What follows belongs to an exercise in optimizing a design on an open flow for small area, a short achievable clock period and few clock cycles per item; a production flow would make more cautious choices.
The RTL was checked by simulation tests, not by an equivalence proof against the original design.

==> flow/design.v (outline; a module is shown in full before it is edited, if it fits) <==
// module running_standard_deviation_top: 1504 lines
module running_standard_deviation_top (
  input  logic        clk,
  input  logic        rst_n,
  input  logic        in_valid,
  output logic        in_ready,
  input  logic [15:0] in_sample,
  output logic        out_valid,
  input  logic        out_ready,
  output logic signed [23:0] out_mean_q8,
  output logic [23:0] out_std_q8,
  output logic [16:0] out_sample_count,
  output logic        out_saturated
);
  // ...
==> flow/run.sh <==
#!/bin/bash
# synth_recipe.tcl (not shown) runs the flow's synth.tcl, then flattens the netlist and writes it again
# the make line also repeats each setting of config.mk as NAME=value (left out here)
make -C /OpenROAD-flow-scripts/flow DESIGN_CONFIG=/design/flow/config.mk WORK_HOME=/design/flow/orfs CLKGATE_MAP_FILE= SYNTH_SCRIPT=/design/flow/synth_recipe.tcl finish
==> flow/config.mk <==
export PLATFORM = sky130hd
export DESIGN_NAME = running_standard_deviation_top
export DESIGN_NICKNAME = running_standard_deviation_top
export VERILOG_FILES = /design/flow/design.v
export SDC_FILE = /design/flow/constraint.sdc
export NUM_CORES = 4
export LEC_CHECK = 0
export CAP_MARGIN = 20
export CORE_MARGIN = 2
export CORE_UTILIZATION = 40
export SETUP_SLACK_MARGIN = 5
export SLEW_MARGIN = 20
==> flow/constraint.sdc <==
create_clock -name core_clock -period 11.0 [get_ports {clk}]
set_input_delay 2.2000 -clock core_clock [delete_from_list [all_inputs] [get_ports {clk}]]
set_output_delay 2.2000 -clock core_clock [all_outputs]
set_load 0.01 [all_outputs]
==> results_tabular.tex, run 1 <==
\begin{tabular}{lr}
\hline
Metric & Value \\
\hline
\multicolumn{2}{l}{\textbf{Worst setup path}} \\
Setup Crit Path Kind & register to register \\
Peak per-stage delay on the critical path & about 0.44 ns \\
Critical Path End Type & register \\
\multicolumn{2}{l}{\textbf{Clocking}} \\
Worst-path clk slew & 0.06 ns \\
Clock Tree Root & clkbuf\_16 \\
Clock tree from TritonCTS & built \\
\multicolumn{2}{l}{\textbf{Layout}} \\
Total number of sequential cells & 3009 \\
Area of the multi-input gates & 132000 um\^{}2 \\
Largest register by flop count & m\_r \\
Largest area class, layout & multi-input combinational cells \\
\multicolumn{2}{l}{\textbf{Yosys}} \\
Arithmetic-cell share of the synthesized area counting full adders, half adders and majority gates & 0.210 \\
\multicolumn{2}{l}{\textbf{GRT}} \\
Antenna violations before repair & 12 \\
Number of global-route vias before repair & 159000 \\
\multicolumn{2}{l}{\textbf{Routing}} \\
Final antenna-violating net count & 0 \\
Detailed Route Iter0 Violations & just under 9000 \\
\multicolumn{2}{l}{\textbf{Timing}} \\
Worst slew margin relative to its limit & 0.242 \\
Final setup violation count & 0 \\
Period utilisation layout & 0.615 \\
Final hold viol count & 0 \\
\multicolumn{2}{l}{\textbf{Run status}} \\
Result of the run & no timing/DRC/antenna violations \\
\multicolumn{2}{l}{\textbf{Place}} \\
Number of placed instances, taps included & 28600 \\
HPWL after detailed placement & approximately 400000 um \\
\hline
\end{tabular}
Testbench counts, summed over its fixed seeds: cycles 2,264, items 2,048.
==> run 2, diff against run 1 <==
--- a/flow/design.v
+++ b/flow/design.v
@@ -6,146 +6,132 @@
   input  logic [15:0] in_sample,
   output logic        out_valid,
   input  logic        out_ready,
   output logic signed [23:0] out_mean_q8,
   output logic [23:0] out_std_q8,
   output logic [16:0] out_sample_count,
   output logic        out_saturated
 );
-  logic adv_r;
   logic adv;
-  assign adv = adv_r;
-  assign in_ready = adv_r;
+  assign in_ready = adv;
   logic        v0;
   logic [15:0] x0;
   always_ff @(posedge clk) begin
     if (!rst_n) v0 <= 1'b0;
     else if (adv) v0 <= in_valid;
     if (adv) x0 <= in_sample;
   end
-  logic        v1;
+  logic        v1, a1;
   logic [15:0] x1;
-  logic [30:0] xsq1;
-  logic signed [31:0] xsq0;
-  logic signed [15:0] xs0;
-  assign xs0 = x0;
-  assign xsq0 = xs0 * xs0;
-  always_ff @(posedge clk) begin
-    if (!rst_n) v1 <= 1'b0;
-    else if (adv) v1 <= v0;
-    if (adv) begin
-      x1   <= x0;
-      xsq1 <= xsq0[30:0];
-    end
-  end
-  logic        v2, a2;
-  logic [15:0] x2;
   logic [16:0] n_r;
   logic signed [32:0] s_r;
-  logic [46:0] q_r;
-  logic        can1;
-  assign can1 = !n_r[16];
+  logic        can0;
+  assign can0 = !n_r[16];
   always_ff @(posedge clk) begin
     if (!rst_n) begin
-      v2  <= 1'b0;
+      v1  <= 1'b0;
       n_r <= '0;
       s_r <= '0;
-      q_r <= '0;
     end else if (adv) begin
-      v2 <= v1;
-      if (v1 && can1) begin
+      v1 <= v0;
+      if (v0 && can0) begin
         n_r <= n_r + 17'd1;
-        s_r <= s_r + {{17{x1[15]}}, x1};
-        q_r <= q_r + {16'd0, xsq1};
+        s_r <= s_r + {{17{x0[15]}}, x0};
       end
     end
     if (adv) begin
-      x2 <= x1;
-      a2 <= v1 && can1;
+      x1 <= x0;
+      a1 <= v0 && can0;
+    end
+  end
+  logic        v2, a2;
+  logic [15:0] x2;
+  logic signed [34:0] ea2, ea1;
+  logic signed [24:0] eb2, eb1;
+  logic signed [17:0] ns1;
+  logic signed [8:0]  xl1;
+  logic signed [7:0]  xh1;
+  logic signed [34:0] s2x1;
+  assign ns1 = {1'b0, n_r};
+  assign xl1 = {1'b0, x1[7:0]};
+  assign xh1 = x1[15:8];
+  assign s2x1 = {s_r[32], s_r, 1'b0};
+  assign ea1 = ns1 * xl1 - s2x1;
+  assign eb1 = ns1 * xh1;
+  always_ff @(posedge clk) begin
+    if (!rst_n) v2 <= 1'b0;
+    else if (adv) v2 <= v1;
+    if (adv) begin
+      a2  <= a1;
+      x2  <= x1;
+      ea2 <= ea1;
+      eb2 <= eb1;
     end
   end
   logic        v3, a3;
   logic [15:0] x3;
-  logic [46:0] q3;
-  logic signed [34:0] ea3, ea2;
-  logic signed [24:0] eb3, eb2;
-  logic signed [17:0] ns2;
-  logic signed [8:0]  xl2;
-  logic signed [7:0]  xh2;
-  logic signed [34:0] s2x2;
-  assign ns2 = {1'b0, n_r};
-  assign xl2 = {1'b0, x2[7:0]};
-  assign xh2 = x2[15:8];
-  assign s2x2 = {s_r[32], s_r, 1'b0};
-  assign ea2 = ns2 * xl2 - s2x2;
-  assign eb2 = ns2 * xh2;
+  logic signed [34:0] e3, e2;
+  assign e2 = {{2{eb2[24]}}, eb2, 8'd0} + ea2;
   always_ff @(posedge clk) begin
     if (!rst_n) v3 <= 1'b0;
     else if (adv) v3 <= v2;
     if (adv) begin
-      a3  <= a2;
-      x3  <= x2;
-      q3  <= q_r;
-      ea3 <= ea2;
-      eb3 <= eb2;
+      a3 <= a2;
+      x3 <= x2;
+      e3 <= e2;
     end
   end
   logic        v4, a4;
   logic [15:0] x4;
-  logic [46:0] q4;
-  logic signed [34:0] e4, e3;
-  assign e3 = {{2{eb3[24]}}, eb3, 8'd0} + ea3;
+  logic [30:0] xsq4;
+  logic signed [43:0] pa4, pa3, pb4, pb3;
+  logic signed [8:0]  xl3;
+  logic signed [7:0]  xh3;
+  logic signed [15:0] xs3;
+  logic signed [31:0] xsq3;
+  assign xl3 = {1'b0, x3[7:0]};
+  assign xh3 = x3[15:8];
+  assign xs3 = x3;
+  assign pa3 = xl3 * e3;
+  assign pb3 = xh3 * e3;
+  assign xsq3 = xs3 * xs3;
   always_ff @(posedge clk) begin
     if (!rst_n) v4 <= 1'b0;
     else if (adv) v4 <= v3;
     if (adv) begin
-      a4 <= a3;
-      x4 <= x3;
-      q4 <= q3;
-      e4 <= e3;
+      a4   <= a3;
+      x4   <= x3;
+      pa4  <= pa3;
+      pb4  <= pb3;
+      xsq4 <= xsq3[30:0];
     end
   end
-  logic        v5, a5;
+  logic        v5;
   logic [15:0] x5;
-  logic [46:0] q5;
-  logic signed [43:0] pa5, pa4, pb5, pb4;
-  logic signed [8:0]  xl4;
-  logic signed [7:0]  xh4;
-  assign xl4 = {1'b0, x4[7:0]};
-  assign xh4 = x4[15:8];
-  assign pa4 = xl4 * e4;
-  assign pb4 = xh4 * e4;
-  always_ff @(posedge clk) begin
-    if (!rst_n) v5 <= 1'b0;
-    else if (adv) v5 <= v4;
-    if (adv) begin
-      a5  <= a4;
-      x5  <= x4;
-      q5  <= q4;
-      pa5 <= pa4;
-      pb5 <= pb4;
-    end
-  end
-  logic        v6;
-  logic [15:0] x6;
+  logic [46:0] q_r;
   logic [61:0] m_r;
-  logic [61:0] dq5, dpa5, dpb5;
-  assign dq5  = a5 ? {15'd0, q5} : 62'd0;
-  assign dpa5 = a5 ? {{18{pa5[43]}}, pa5} : 62'd0;
-  assign dpb5 = a5 ? {{10{pb5[43]}}, pb5, 8'd0} : 62'd0;
+  logic [61:0] dq4, dsq4, dpa4, dpb4;
+  assign dq4  = {15'd0, q_r};
+  assign dsq4 = {31'd0, xsq4};
+  assign dpa4 = {{18{pa4[43]}}, pa4};
+  assign dpb4 = {{10{pb4[43]}}, pb4, 8'd0};
   always_ff @(posedge clk) begin
     if (!rst_n) begin
-      v6  <= 1'b0;
+      v5  <= 1'b0;
+      q_r <= '0;
       m_r <= '0;
     end else if (adv) begin
-      v6 <= v5;
-      if (v5) m_r <= m_r + dq5 + dpa5 + dpb5;
+      v5 <= v4;
+      if (v4 && a4) begin
+        q_r <= q_r + {16'd0, xsq4};
+        m_r <= m_r + dq4 + dsq4 + dpa4 + dpb4;
+      end
     end
-    if (adv) x6 <= x5;
+    if (adv) x5 <= x4;
   end
   logic [0:0] b1_rem_0;
   assign b1_rem_0 = 1'b0;
   logic [2:0] b1_cur_0;
   logic [3:0] b1_dif_0;
   logic b1_ge_0;
   logic [1:0] b1_rem_1;
   logic [0:0] b1_root_1;
@@ -176,22 +162,22 @@
   assign b1_root_3 = {b1_root_2, b1_ge_2};
   logic b1_v;
   logic [3:0] b1_rem;
   logic [2:0] b1_root;
   logic [55:0] b1_m;
   logic [15:0] b1_x;
   always_ff @(posedge clk) begin
     if (!rst_n) b1_v <= 1'b0;
-    else if (adv) b1_v <= v6;
+    else if (adv) b1_v <= v5;
     if (adv) begin
       b1_rem <= b1_rem_3;
       b1_root <= b1_root_3;
       b1_m <= m_r[55:0];
-      b1_x <= x6;
+      b1_x <= x5;
     end
   end
   logic [3:0] b2_rem_0;
   logic [2:0] b2_root_0;
   assign b2_rem_0 = b1_rem;
   assign b2_root_0 = b1_root;
   logic [5:0] b2_cur_0;
   logic [6:0] b2_dif_0;
@@ -1447,58 +1433,29 @@
   assign b20_mr_2 = b20_mg_1 ? b20_md_1[15:0] : b20_mc_1[15:0];
   logic [23:0] res_mean, res_std;
   logic [16:0] res_n;
   assign res_std = {b19_sq, b20_sg_0, b20_sg_1};
   assign res_mean = {b19_mq, b20_mg_0, b20_mg_1} ^ {24{b19_sg}};
   assign res_n = b19_n;
   logic res_v;
   assign res_v = b19_v;
-  logic        o_v, k_v;
-  logic [23:0] o_mean, o_std, k_mean, k_std;
-  logic [16:0] o_n, k_n;
-  logic        o_free, in_res;
+  logic        o_v;
+  logic [23:0] o_mean, o_std;
+  logic [16:0] o_n;
+  logic        o_free;
   assign o_free = !o_v || out_ready;
-  assign in_res = adv && res_v;
+  assign adv = o_free || !res_v;
   always_ff @(posedge clk) begin
-    if (!rst_n) begin
-      o_v   <= 1'b0;
-      k_v   <= 1'b0;
-      adv_r <= 1'b1;
-    end else begin
-      if (k_v) begin
-        if (o_free) begin
-          o_v   <= 1'b1;
-          k_v   <= 1'b0;
-          adv_r <= 1'b1;
-        end
-      end else if (in_res) begin
-        if (o_free) o_v <= 1'b1;
-        else begin
-          k_v   <= 1'b1;
-          adv_r <= 1'b0;
-        end
-      end else if (o_free) o_v <= 1'b0;
-    end
-    if (k_v) begin
-      if (o_free) begin
-        o_mean <= k_mean;
-        o_std  <= k_std;
-        o_n    <= k_n;
-      end
-    end else if (in_res) begin
-      if (o_free) begin
-        o_mean <= res_mean;
-        o_std  <= res_std;
-        o_n    <= res_n;
-      end else begin
-        k_mean <= res_mean;
-        k_std  <= res_std;
-        k_n    <= res_n;
-      end
+    if (!rst_n) o_v <= 1'b0;
+    else if (o_free) o_v <= res_v;
+    if (o_free && res_v) begin
+      o_mean <= res_mean;
+      o_std  <= res_std;
+      o_n    <= res_n;
     end
   end
   assign out_valid        = o_v;
   assign out_mean_q8      = o_mean;
   assign out_std_q8       = o_std;
   assign out_sample_count = o_n;
   assign out_saturated    = o_n[16];
 endmodule
==> run 2 against run 1 <==
Against the previous run:
- worst setup slack got worse by 0.19 ns
- core utilization rose by 1.2 points
- still clean
- wire length rose by 1.6%
==> results_tabular.tex, run 2 <==
\begin{tabular}{lr}
\hline
Metric & Value \\
\hline
\multicolumn{2}{l}{\textbf{Layout}} \\
Max FFs per register & 62 \\
Summed area of non-filler cells in the final layout & roughly 260000 um\^{}2 \\
Most frequent cells in the layout & edfxtp\_1 (2549), inv\_1 (2108), ha\_1 (2005) \\
Layout overhead on the synthesized area & 20.6\% \\
Count of placed standard cells in the final layout, fillers left out & slightly below 30000 \\
Registers with the most flip-flops & m\_r: 62 flops, b1\_m: 56 flops, b2\_m: 52 flops \\
Fraction of layout cells with a size suffix above 1 & 0.195 \\
Nets@finish & roughly 25000 \\
Final core utilization & 0.484 \\
Most common cell after layout, fill and taps aside & edfxtp\_1 \\
Largest register by flop count & m\_r \\
\multicolumn{2}{l}{\textbf{Worst setup path}} \\
Worst Reg-to-Reg Cells & 31 \\
Crit path max-delay cell type & or4\_4 \\
Worst setup SP type & register \\
Critical Path End Type & register \\
Arrival time reported for the critical path endpoint & between 7 and 8 ns \\
Setup Crit Path Kind & register to register \\
Peak per-stage delay on the critical path & 0.52 ns (+0.08 ns) \\
Crit path required time & 11.83 ns \\
Crit Path Max Fanout & 7 \\
\multicolumn{2}{l}{\textbf{GRT}} \\
Antenna violations before repair & 9 (-3) \\
Maximum number of pins on one net before global-route repair & 185 \\
Number of global-route vias before repair & 158000 (-0.77\%) \\
Congestion Overflow GR & 0 \\
GRT Total Usage & 0.201 \\
First-pass GRT wire length & 877000 um \\
\multicolumn{2}{l}{\textbf{Floorplanning}} \\
\# IOs & 88 \\
Chip Height & $\sim$740 um \\
Area of the core region & 536000 um\^{}2 \\
Effective utilization at floorplan & 0.401 \\
Die Wd & 737 um \\
Die Footprint & between 500000 and 600000 um\^{}2 \\
Number of placement rows & approximately 270 \\
\multicolumn{2}{l}{\textbf{Routing}} \\
Number of remaining DRC errors & 0 \\
Vias post-DR & roughly 160k \\
Total wire length after detailed routing & 569000 um \\
Per-cell via count in the routed design & $\sim$5.3 \\
Detailed-router iteration count before antenna repair & 6 \\
Detailed Route Iter0 Violations & 9087 (+1.8\%) \\
Final antenna-violating net count & 0 (unchanged) \\
Wire per inst & approximately 19 um \\
\multicolumn{2}{l}{\textbf{Hold path}} \\
Hold WC Path Type & register to register \\
Hold Path Cell Cnt & 0 \\
\multicolumn{2}{l}{\textbf{Clocking}} \\
Clk sinks & $\sim$2800 \\
Worst-path clk slew & 0.06 ns (about the same) \\
Maximum clock path buffer count & 4 \\
Number of hold-repair buffers added at the cts stage & 0 \\
Clock buffer count from CTS & approximately 320 \\
Clock latency of the later-clocked register in the worst-skew pair & 1.00 ns \\
Clock tree from TritonCTS & built \\
CTS H-tree depth & 5 \\
Clock Tree Root & clkbuf\_16 \\
\multicolumn{2}{l}{\textbf{Timing}} \\
Worst Tran Pin Value & $\sim$1.1 ns \\
Worst hold margin & 0.379 ns \\
Max frequency & 0.144 GHz \\
Worst slew margin relative to its limit & 0.278 (+0.0353) \\
Final hold viol count & 0 (unchanged) \\
Setup TNS & 0 ns \\
Final setup violation count & 0 (unchanged) \\
Final worst path period need & 6.96 ns \\
Worst Clk Skew & approximately 0.057 ns \\
Unrepaired setup endpoints after global routing & yes \\
Period utilisation layout & 0.632 (+0.0174) \\
Pins over their slew limit & 0 \\
\multicolumn{2}{l}{\textbf{Yosys}} \\
Synth Register Bits & approximately 2800 \\
Number of distinct standard cells referenced by the synthesized netlist & between 100 and 150 \\
Post-synthesis area per instance & between 10 and 15 um\^{}2 \\
Number of enable-type register cells in the synthesized netlist & around 2500 \\
Synthesis Warnings & 1 \\
Synth Cell Area & 215000 um\^{}2 \\
Share of the synthesized area in the top cell type & 0.356 \\
Commonest cells post-synth & edfxtp\_1 (2549), inv\_1 (2229), ha\_1 (2193) \\
Cell with the most instances after synthesis & edfxtp\_1 \\
Net count after synthesis & between 20000 and 25000 \\
Synthesized netlist cell count & just over 20000 \\
Top flip-flop cell by instance count after synthesis & edfxtp\_1 \\
Synth async-reset ratio & 0 \\
Seq/Total Area, Yosys & 0.378 \\
Cell type with the highest aggregate area in the netlist & edfxtp\_1 \\
Most area-consuming cells after synthesis & edfxtp\_1 (36\%), ha\_1 (13\%), fa\_1 (9.6\%) \\
\multicolumn{2}{l}{\textbf{Run status}} \\
Result of the run & no timing/DRC/antenna violations \\
\multicolumn{2}{l}{\textbf{Place}} \\
HPWL after detailed placement & 383000 um (-4.1\%) \\
Placed instance area & about 220000 um\^{}2 \\
Routability Congestion & approximately 0.86 \\
Input/output buffers & 87 \\
Number of placed instances, taps included & 27600 (-3.4\%) \\
\multicolumn{2}{l}{\textbf{Flow run}} \\
Count of maximum capacitance violations & 0 \\
\hline
\end{tabular}
run 2: cells by family after synthesis:
group / share of synthesized area
simple gates: 0.113
compound gates: 0.130
fa+ha+maj: 0.224
flops: 0.378
buf+inv: 0.0477
xor+xnor: 0.0632
mux: 0.0443
run 2: final cells by class:
class / count / area [um^2]
sequential: 2784 / 81300
inverter: 2241 / 8600
multi-input combinational: 15200 / 134000
timing repair buffer: 1599 / 15900
timing repair inverter: 14 / 139
clock buffer: 390 / 8560
clock inverter: 203 / 2390
antenna: 5 / 12.5
tap: 7181 / 8980
fill: 48100 / 277000
run 2: worst max-delay path, delay by kind of cell, from the launching register on:
family / cells / cell delay, ns
muxes: 1 / 0.32
and+or+nand+nor: 4 / 0.81
AOI/OAI and AO/OA: 18 / 3.92
buffers and inverters: 6 / 0.91
adders and majority gates: 2 / 0.43
DFF: 1 / 0.40
run 2: per-layer routing:
metal / share of wire / vias up / GRT usage / routed length, um
met2: 0.50 / 2957 / 0.362 / 285000
li1: - / 75700 / - / -
met1: 0.42 / 76100 / 0.245 / 238000
met3: 0.036 / 1098 / 0.0204 / 20300
met4: 0.045 / 0 / 0.0783 / 25700
met5: 0 / - / 0 / 0
run 2: metrics by stage:
step           setup WS [ns]
2_1_floorplan          0.309
3_3_place_gp            1.90
3_5_place_dp            1.91
4_1_cts                 4.20
5_1_grt                 3.85
6_report                4.04
run 2: timing repair:
action                                  4_1_cts  5_1_grt
gates cloned                                 97       20
resized for setup                          1578     1188
endpoints found under the setup margin      776      765
setup buffers                               971      354
pin swaps                                   702      755
run 2: path summary, 6_finish.rpt:
kind                       to        start  slack [ns]
setup / recovery  b18_rem[22]  b17_root[2]        4.04
hold / removal      b14_mq[8]    b13_mq[6]        0.38
setup reg to reg  b18_rem[22]  b17_root[2]        4.04
hold reg to reg     b14_mq[8]    b13_mq[6]        0.38
Testbench counts of run 2, summed over its fixed seeds: cycles 2,256, items 2,048.
==> run 3, diff against run 2 <==
--- a/flow/config.mk
+++ b/flow/config.mk
@@ -8,5 +8,4 @@
 export CAP_MARGIN = 20
 export CORE_MARGIN = 2
 export CORE_UTILIZATION = 40
-export SETUP_SLACK_MARGIN = 5
 export SLEW_MARGIN = 20
==> run 3 against run 2 <==
Against the previous run:
- worst hold slack gained 0.0014 ns
- first-iteration DRC count shrank 13%
- via count shrank 6.4%
- flip-flop and latch count is the same
- design area shrank 9.2%
- critical endpoint is now b16_rem[12]
- largest cell class unchanged
- highest routed layer unchanged
==> results_tabular.tex, run 3 <==
\begin{tabular}{lr}
\hline
Metric & Value \\
\hline
\multicolumn{2}{l}{\textbf{Clocking}} \\
Number of hold-repair buffers added at the cts stage & 0 (unchanged) \\
Post-CTS setup buffer count & 0 (-100\%) \\
CTS H-tree depth & 5 (unchanged) \\
Clock tree from TritonCTS & built \\
Clock buffer count from CTS & 325 (+0.31\%) \\
Maximum clock path buffer count & 4 (unchanged) \\
Total of cells resized after clock tree synthesis & 0 (-100\%) \\
Clock latency of the later-clocked register in the worst-skew pair & 0.98 ns (-0.02 ns) \\
Clk sinks & 2784 (unchanged) \\
Worst-path clk slew & 0.06 ns (about the same) \\
Clock Tree Root & clkbuf\_16 \\
\multicolumn{2}{l}{\textbf{Timing}} \\
Worst slew margin relative to its limit & 0.250 (-0.0281) \\
Worst Clk Skew & 0.0553 ns (-0.00182 ns) \\
Worst hold margin & 0.381 ns (+0.00141 ns) \\
Period utilisation layout & 0.803 (+0.171) \\
Final worst path period need & 8.84 ns (+1.88 ns) \\
Setup TNS & 0 ns (unchanged) \\
Worst Tran Pin Value & 1.13 ns (+0.0422 ns) \\
Unrepaired setup endpoints after global routing & no \\
Pins over their slew limit & 0 (unchanged) \\
Final hold viol count & 0 (unchanged) \\
Final setup violation count & 0 (unchanged) \\
Max frequency & 0.113 GHz (-21\%) \\
\multicolumn{2}{l}{\textbf{GRT}} \\
Number of global-route vias before repair & 147000 (-6.5\%) \\
GRT Total Usage & 0.179 (-0.0214) \\
Maximum number of pins on one net before global-route repair & 169 (-8.6\%) \\
Antenna violations before repair & 12 (+3) \\
Congestion Overflow GR & 0 (unchanged) \\
First-pass GRT wire length & 797000 um (-9.1\%) \\
\multicolumn{2}{l}{\textbf{Worst setup path}} \\
Critical Path End Type & register \\
Peak per-stage delay on the critical path & 0.81 ns (+0.29 ns) \\
Crit path buf inv count & 4 (-2) \\
Arrival time reported for the critical path endpoint & 9.54 ns (+1.75 ns) \\
Largest delay contributor family on the critical path & compound AO/OA/AOI/OAI gates \\
Crit path max-delay cell type & a21oi\_4 \\
Worst setup SP type & register \\
Setup Crit Path Kind & register to register \\
Worst setup path startpoint & b15\_root[0] \\
Crit path required time & 11.70 ns (-0.13 ns) \\
Launch instance of the worst register-to-register path & b15\_root[0] \\
Crit Path Max Fanout & 36 (+29) \\
\multicolumn{2}{l}{\textbf{Routing}} \\
Total wire length after detailed routing & 493000 um (-13\%) \\
Per-cell via count in the routed design & 5.17 (-1.7\%) \\
Number of remaining DRC errors & 0 (unchanged) \\
Detailed-router iteration count before antenna repair & 5 (-1) \\
Detailed Route Iter0 Violations & 7922 (-13\%) \\
Final antenna-violating net count & 0 (unchanged) \\
Vias post-DR & 146000 (-6.4\%) \\
Wire per inst & 17.5 um (-8.8\%) \\
\multicolumn{2}{l}{\textbf{Layout}} \\
Nets@finish & 24000 (-5.6\%) \\
Layout overhead on the synthesized area & 9.54\% \\
Fraction of layout cells with a size suffix above 1 & 0.0776 (-0.118) \\
Most frequent cells in the layout & edfxtp\_1 (2549), inv\_1 (2228), ha\_1 (2193) \\
Registers with the most flip-flops & m\_r: 62 flops, b1\_m: 56 flops, b2\_m: 52 flops \\
Most common cell after layout, fill and taps aside & edfxtp\_1 \\
Largest register by flop count & m\_r \\
Max FFs per register & 62 (unchanged) \\
\multicolumn{2}{l}{\textbf{Yosys}} \\
Share of the synthesized area in the top cell type & 0.356 (unchanged) \\
Synthesis Warnings & 1 (unchanged) \\
Net count after synthesis & 23900 (unchanged) \\
Cell type with the highest aggregate area in the netlist & edfxtp\_1 \\
Synth async-reset ratio & 0 (unchanged) \\
Post-synthesis area per instance & 10.4 um\^{}2 (unchanged) \\
Most area-consuming cells after synthesis & edfxtp\_1 (36\%), ha\_1 (13\%), fa\_1 (9.6\%) \\
Seq/Total Area, Yosys & 0.378 (unchanged) \\
Number of enable-type register cells in the synthesized netlist & 2549 (unchanged) \\
Top flip-flop cell by instance count after synthesis & edfxtp\_1 \\
Cell with the most instances after synthesis & edfxtp\_1 \\
Synth Cell Area & 215000 um\^{}2 (unchanged) \\
Number of distinct standard cells referenced by the synthesized netlist & 108 (unchanged) \\
Commonest cells post-synth & edfxtp\_1 (2549), inv\_1 (2229), ha\_1 (2193) \\
Synthesized netlist cell count & 20600 (unchanged) \\
Synth Register Bits & 2784 (unchanged) \\
\multicolumn{2}{l}{\textbf{Run status}} \\
Result of the run & no timing/DRC/antenna violations \\
\multicolumn{2}{l}{\textbf{Floorplanning}} \\
\# IOs & 88 (unchanged) \\
Number of placement rows & 269 (unchanged) \\
Die Footprint & 544000 um\^{}2 (unchanged) \\
Chip Height & 737 um (unchanged) \\
Area of the core region & 536000 um\^{}2 (unchanged) \\
Effective utilization at floorplan & 0.401 (unchanged) \\
Die Wd & 737 um (unchanged) \\
\multicolumn{2}{l}{\textbf{Place}} \\
Routability Congestion & 0.874 (+1.9\%) \\
HPWL after detailed placement & 382000 um (-0.20\%) \\
Input/output buffers & 87 (unchanged) \\
\multicolumn{2}{l}{\textbf{Hold path}} \\
Critical hold path startpoint & b16\_mq[14] \\
Hold WC Path Type & register to register \\
\multicolumn{2}{l}{\textbf{Flow run}} \\
Count of maximum capacitance violations & 0 (unchanged) \\
\hline
\end{tabular}
[run 3: cell counts after synthesis]
No cell type changed its count.
[run 3: worst reg2reg max path: cells and delay by family, from the launching register on]
kind / cells / cell delay (ns)
adder cells (fa/ha/maj): 3 / 0.89
flip-flops: 1 / 0.40
buffers and inverters: 4 / 0.89
AO/OA/AOI/OAI: 19 / 5.01
AND/OR/NAND/NOR: 5 / 0.94
multiplexers: 1 / 0.45
[run 3: cells by family after synthesis]
logic type               after synthesis  share of synthesized area
AO/OA/AOI/OAI                       4364                      0.130
XOR/XNOR                            1553                     0.0632
adder cells (fa/ha/maj)             3225                      0.224
buffers and inverters               2688                     0.0477
flip-flops                          2784                      0.378
multiplexers                         854                     0.0443
AND/OR/NAND/NOR                     5169                      0.113
[run 3: stage by stage]
stage	util	worst slack, ns	std cells	instance area, um^2
5_1_grt	0.440	1.53	28200	236000
3_5_place_dp	0.419	1.96	27600	225000
2_1_floorplan	-	0.115	20600	215000
3_3_place_gp	0.419	1.88	27600	225000
4_1_cts	0.440	1.94	28200	236000
6_report	0.440	2.16	28200	236000
[run 3: per-layer routing]
layer | global-route usage | share of wire
met1 | 0.234 | 0.45
met2 | 0.318 | 0.49
met3 | 0.0162 | 0.032
met4 | 0.0477 | 0.028
met5 | 0 | 0
[run 3: path summary, 6_finish.rpt]
| check | end | slack [ns] | cells past startpoint |
|---|---|---|---|
| min | b17_mq[16] | 0.38 | 0 |
| max | b16_rem[12] | 2.16 | 32 |
| max reg2reg | b16_rem[12] | 2.16 | 32 |
| min reg2reg | b17_mq[16] | 0.38 | 0 |
[run 3: cell type report]
class,count,area [um^2]
Timing Repair Buffer,228,2110
Clock buffer,396,8690
Fill cell,50200,300000
Inverter,2241,8420
Antenna cell,1,2.50
Multi-Input combinational cell,15200,124000
Tap cell,7181,8980
Sequential cell,2784,81200
Clock inverter,198,2380
==> run 4, diff against run 3 <==
--- a/flow/config.mk
+++ b/flow/config.mk
@@ -7,5 +7,9 @@
 export LEC_CHECK = 0
 export CAP_MARGIN = 20
 export CORE_MARGIN = 2
-export CORE_UTILIZATION = 40
+export CORE_UTILIZATION = 60
+export CTS_BUF_LIST = sky130_fd_sc_hd__clkbuf_8
+export PLACE_DENSITY = 0.72
+export SETUP_SLACK_MARGIN = 5
 export SLEW_MARGIN = 20
+export TNS_END_PERCENT = 10
==> run 4 against run 3 <==
Against the previous run:
- design area is 2.2% higher
- critical path depth is 5 lower
- final cell count is 5.6% lower
- register-to-register slack better by 2.0 ns
- global-route usage is 10 points higher
- via count is 5.4% higher
- synthesized cell count stayed put
==> results_tabular.tex, run 4 <==
\begin{tabular}{lr}
\hline
Metric & Value \\
\hline
\multicolumn{2}{l}{\textbf{Clocking}} \\
CTS H-tree depth & 5 (unchanged) \\
Clock Tree Root & clkbuf\_8 \\
Maximum clock path buffer count & 4 (unchanged) \\
Clock tree from TritonCTS & built \\
Clock buffer count from CTS & 471 (+45\%) \\
Clock latency of the later-clocked register in the worst-skew pair & 1.23 ns (+0.25 ns) \\
Clk sinks & 2784 (unchanged) \\
Worst-path clk slew & 0.06 ns (about the same) \\
Number of hold-repair buffers added at the cts stage & 0 (unchanged) \\
\multicolumn{2}{l}{\textbf{Layout}} \\
Fraction of layout cells with a size suffix above 1 & 0.132 (+0.0544) \\
Fill count & 27300 (-46\%) \\
Max FFs per register & 62 (unchanged) \\
Registers with the most flip-flops & m\_r: 62 flops, b1\_m: 56 flops, b2\_m: 52 flops \\
Count of placed standard cells in the final layout, fillers left out & 26600 (-5.6\%) \\
Most common cell after layout, fill and taps aside & edfxtp\_1 \\
FF+latch area & 81200 um\^{}2 (unchanged) \\
Nets@finish & 24700 (+2.9\%) \\
Most frequent cells in the layout & edfxtp\_1 (2549), inv\_1 (2306), ha\_1 (2132) \\
Layout overhead on the synthesized area & 11.9\% \\
Area of the multi-input gates & 128000 um\^{}2 (+3.4\%) \\
Largest register by flop count & m\_r \\
\multicolumn{2}{l}{\textbf{Routing}} \\
Detailed-router iteration count before antenna repair & 6 (+1) \\
Number of remaining DRC errors & 0 (unchanged) \\
Final antenna-violating net count & 0 (unchanged) \\
Total wire length after detailed routing & 526000 um (+6.6\%) \\
Detailed Route Iter0 Violations & 9909 (+25\%) \\
Vias post-DR & 154000 (+5.4\%) \\
Per-cell via count in the routed design & 5.78 (+12\%) \\
Wire per inst & 19.8 um (+13\%) \\
\multicolumn{2}{l}{\textbf{Yosys}} \\
Number of enable-type register cells in the synthesized netlist & 2549 (unchanged) \\
Synth Register Bits & 2784 (unchanged) \\
Top flip-flop cell by instance count after synthesis & edfxtp\_1 \\
Commonest cells post-synth & edfxtp\_1 (2549), inv\_1 (2229), ha\_1 (2193) \\
Synthesis Warnings & 1 (unchanged) \\
Synth async-reset ratio & 0 (unchanged) \\
Number of distinct standard cells referenced by the synthesized netlist & 108 (unchanged) \\
Post-synthesis area per instance & 10.4 um\^{}2 (unchanged) \\
Synthesized netlist cell count & 20600 (unchanged) \\
Most area-consuming cells after synthesis & edfxtp\_1 (36\%), ha\_1 (13\%), fa\_1 (9.6\%) \\
Seq/Total Area, Yosys & 0.378 (unchanged) \\
Cell with the most instances after synthesis & edfxtp\_1 \\
Net count after synthesis & 23900 (unchanged) \\
Synth Cell Area & 215000 um\^{}2 (unchanged) \\
Share of the synthesized area in the top cell type & 0.356 (unchanged) \\
Cell type with the highest aggregate area in the netlist & edfxtp\_1 \\
\multicolumn{2}{l}{\textbf{Hold path}} \\
Hold WC Path Type & register to register \\
Hold Path Cell Cnt & 0 (unchanged) \\
End point of the worst hold path & b3\_m[41] \\
Critical hold path startpoint & b2\_m[41] \\
\multicolumn{2}{l}{\textbf{Worst setup path}} \\
Worst Reg-to-Reg Cells & 27 (-16\%) \\
Launch instance of the worst register-to-register path & x1[4] \\
Crit Path Max Fanout & 6 (-83\%) \\
Register-to-register path setup slack & 4.14 ns (+1.98 ns) \\
Endpoint of the most critical register-to-register path & ea2[32] \\
Arrival time reported for the critical path endpoint & 7.75 ns (-1.79 ns) \\
Setup Crit Path Kind & register to register \\
Critical Path End Type & register \\
Crit path required time & 11.89 ns (+0.19 ns) \\
Worst setup SP type & register \\
\multicolumn{2}{l}{\textbf{Timing}} \\
Worst Tran Pin Value & 1.24 ns (+0.119 ns) \\
Unrepaired setup endpoints after global routing & yes \\
Final worst path period need & 6.86 ns (-1.98 ns) \\
Final setup violation count & 0 (unchanged) \\
Setup TNS & 0 ns (unchanged) \\
Worst Clk Skew & 0.144 ns (+0.0886 ns) \\
Period utilisation layout & 0.624 (-0.180) \\
Worst slew margin relative to its limit & 0.170 (-0.0793) \\
Pins over their slew limit & 0 (unchanged) \\
Max frequency & 0.146 GHz (+29\%) \\
Final hold viol count & 0 (unchanged) \\
\multicolumn{2}{l}{\textbf{Floorplanning}} \\
Die Footprint & 363000 um\^{}2 (-33\%) \\
Chip Height & 603 um (-18\%) \\
\# IOs & 88 (unchanged) \\
Number of placement rows & 219 (-19\%) \\
Die Wd & 603 um (-18\%) \\
Effective utilization at floorplan & 0.604 (+0.202) \\
Area of the core region & 356000 um\^{}2 (-34\%) \\
\multicolumn{2}{l}{\textbf{Place}} \\
Routability Congestion & 0.904 (+3.4\%) \\
Input/output buffers & 87 (unchanged) \\
Number of placed instances, taps included & 25200 (-8.8\%) \\
HPWL after detailed placement & 379000 um (-0.91\%) \\
\multicolumn{2}{l}{\textbf{GRT}} \\
GRT Total Usage & 0.283 (+0.104) \\
Maximum number of pins on one net before global-route repair & 196 (+16\%) \\
Congestion Overflow GR & 0 (unchanged) \\
First-pass GRT wire length & 823000 um (+3.3\%) \\
Number of global-route vias before repair & 154000 (+4.5\%) \\
Antenna violations before repair & 16 (+4) \\
\multicolumn{2}{l}{\textbf{Run status}} \\
Result of the run & no timing/DRC/antenna violations \\
\multicolumn{2}{l}{\textbf{Flow run}} \\
Count of maximum capacitance violations & 0 (unchanged) \\
\hline
\end{tabular}
-- run 4: cell counts after synthesis --
No cell type changed its count.
-- run 4: how the worst max path moves through the flow --
| stage | cells after the start | from | slack (ns) | to |
|---|---|---|---|---|
| 6_report | 27 | x1[4] | 4.14 | ea2[32] |
| 5_1_grt | 32 | x1[3] | 3.87 | ea2[32] |
| 4_1_cts | 25 | x3[2] | 4.28 | xsq4[30] |
| 3_5_place_dp | 32 | b16_root[0] | 1.89 | b17_rem[7] |
| 3_3_place_gp | 32 | b16_root[0] | 1.92 | b17_rem[7] |
| 2_1_floorplan | 6 | out_ready | 0.31 | in_ready |
-- run 4: cells by family after synthesis --
group / Yosys count / share of synthesized area
muxes: 854 / 0.0443
AOI/OAI and AO/OA: 4364 / 0.130
adders and majority gates: 3225 / 0.224
buffers and inverters: 2688 / 0.0477
and+or+nand+nor: 5169 / 0.113
xor gates and xnor gates: 1553 / 0.0632
DFF: 2784 / 0.378
-- run 4: cell type report --
| type | instances | share of cell area |
|---|---|---|
| Clock inverter | 387 | 0.0122 |
| Timing Repair inverter | 4 | 0.000109 |
| Multi-Input combinational cell | 15200 | 0.532 |
| Tap cell | 4751 | 0.0247 |
| Inverter | 2241 | 0.0355 |
| Clock buffer | 496 | 0.0283 |
| Timing Repair Buffer | 731 | 0.0298 |
| Antenna cell | 12 | 0.000125 |
| Sequential cell | 2784 | 0.337 |
-- run 4: per-stage QoR --
stage / hold slack, ns / instance area [um^2] / utilization / worst slack, ns
final: 0.374 / 241000 / 0.676 / 4.14
after global routing: 0.400 / 241000 / 0.676 / 3.87
after CTS: 0.377 / 237000 / 0.666 / 4.28
after detailed placement: 0.405 / 221000 / 0.621 / 1.89
after global placement: 0.400 / 221000 / 0.621 / 1.92
after floorplan: 0.400 / 215000 / - / 0.309
-- run 4: worst max-delay path, stage by stage, from the launching register on --
cell	delay, ns
edfxtp_1	0.49
buf_4	0.21
and2_1	0.18
fa_1	0.55
fa_1	0.45
fa_1	0.57
inv_1	0.06
fa_1	0.54
inv_1	0.05
ha_1	0.33
a21oi_2	0.19
o21bai_2	0.11
a21oi_2	0.20
o21ai_1	0.11
a21o_1	0.24
a31oi_4	0.22
o21bai_1	0.09
xor2_1	0.15
ha_1	0.35
and2_1	0.20
o21a_1	0.21
a31oi_2	0.19
a211o_1	0.15
nand2_1	0.11
o31ai_4	0.24
buf_6	0.17
o31a_1	0.14
nor2_1	0.04
-- run 4: what timing repair did --
| item | in CTS | in global routing |
|---|---|---|
| gates resized for setup | 729 | 495 |
| setup endpoints to repair | 779 | 811 |
| gates cloned | 43 | 16 |
| pin swaps | 226 | 282 |
| setup buffers | 301 | 182 |
-- run 4: routing by layer --
layer	global-route usage	wire, um	vias to the layer above
met4	0.128	26800	4
met3	0.0347	23500	1213
met5	0	32	-
li1	-	-	74300
met1	0.346	214000	74700
met2	0.501	261000	3548

[static timing again, ports no longer ideal]
The results above use ideal ports. As a check the final layouts listed here were re-extracted and re-timed, cells and wires unchanged. Step 1 (the two cells are an assumption about what drives the block):
set clk [get_ports {clk}]
set_driving_cell -lib_cell sky130_fd_sc_hd__clkbuf_16 $clk
set_driving_cell -lib_cell sky130_fd_sc_hd__buf_2 [delete_from_list [all_inputs] $clk]
Step 2 times the ports against the registers' clock, not the clock port: input delays grow and output delays shrink by t, the midpoint of the rising clock arrivals with the driver on. Slacks: no drivers / after step 1 / after step 2; pairs: no drivers / after step 1.
run | t (ns) | setup WS [ns] | worst hold slack (ns) | worst register clock-pin slew, ns | worst slew at a driven data input, ns
run 1 | 1.073 | 4.236 / 4.236 / 4.236 | 0.358 / 0.358 / 0.358 | 0.07 / 0.07 | 0.18
run 2 | 1.090 | 4.044 / 4.044 / 4.044 | 0.379 / 0.379 / 0.379 | 0.08 / 0.08 | 0.12
run 3 | 1.062 | 2.164 / 2.164 / 2.164 | 0.381 / 0.381 / 0.381 | 0.07 / 0.07 | 0.10
run 4 | 1.258 | 4.140 / 4.140 / 4.140 | 0.374 / 0.374 / 0.374 | 0.07 / 0.07 | 0.05
After both steps every run listed still meets setup and hold.
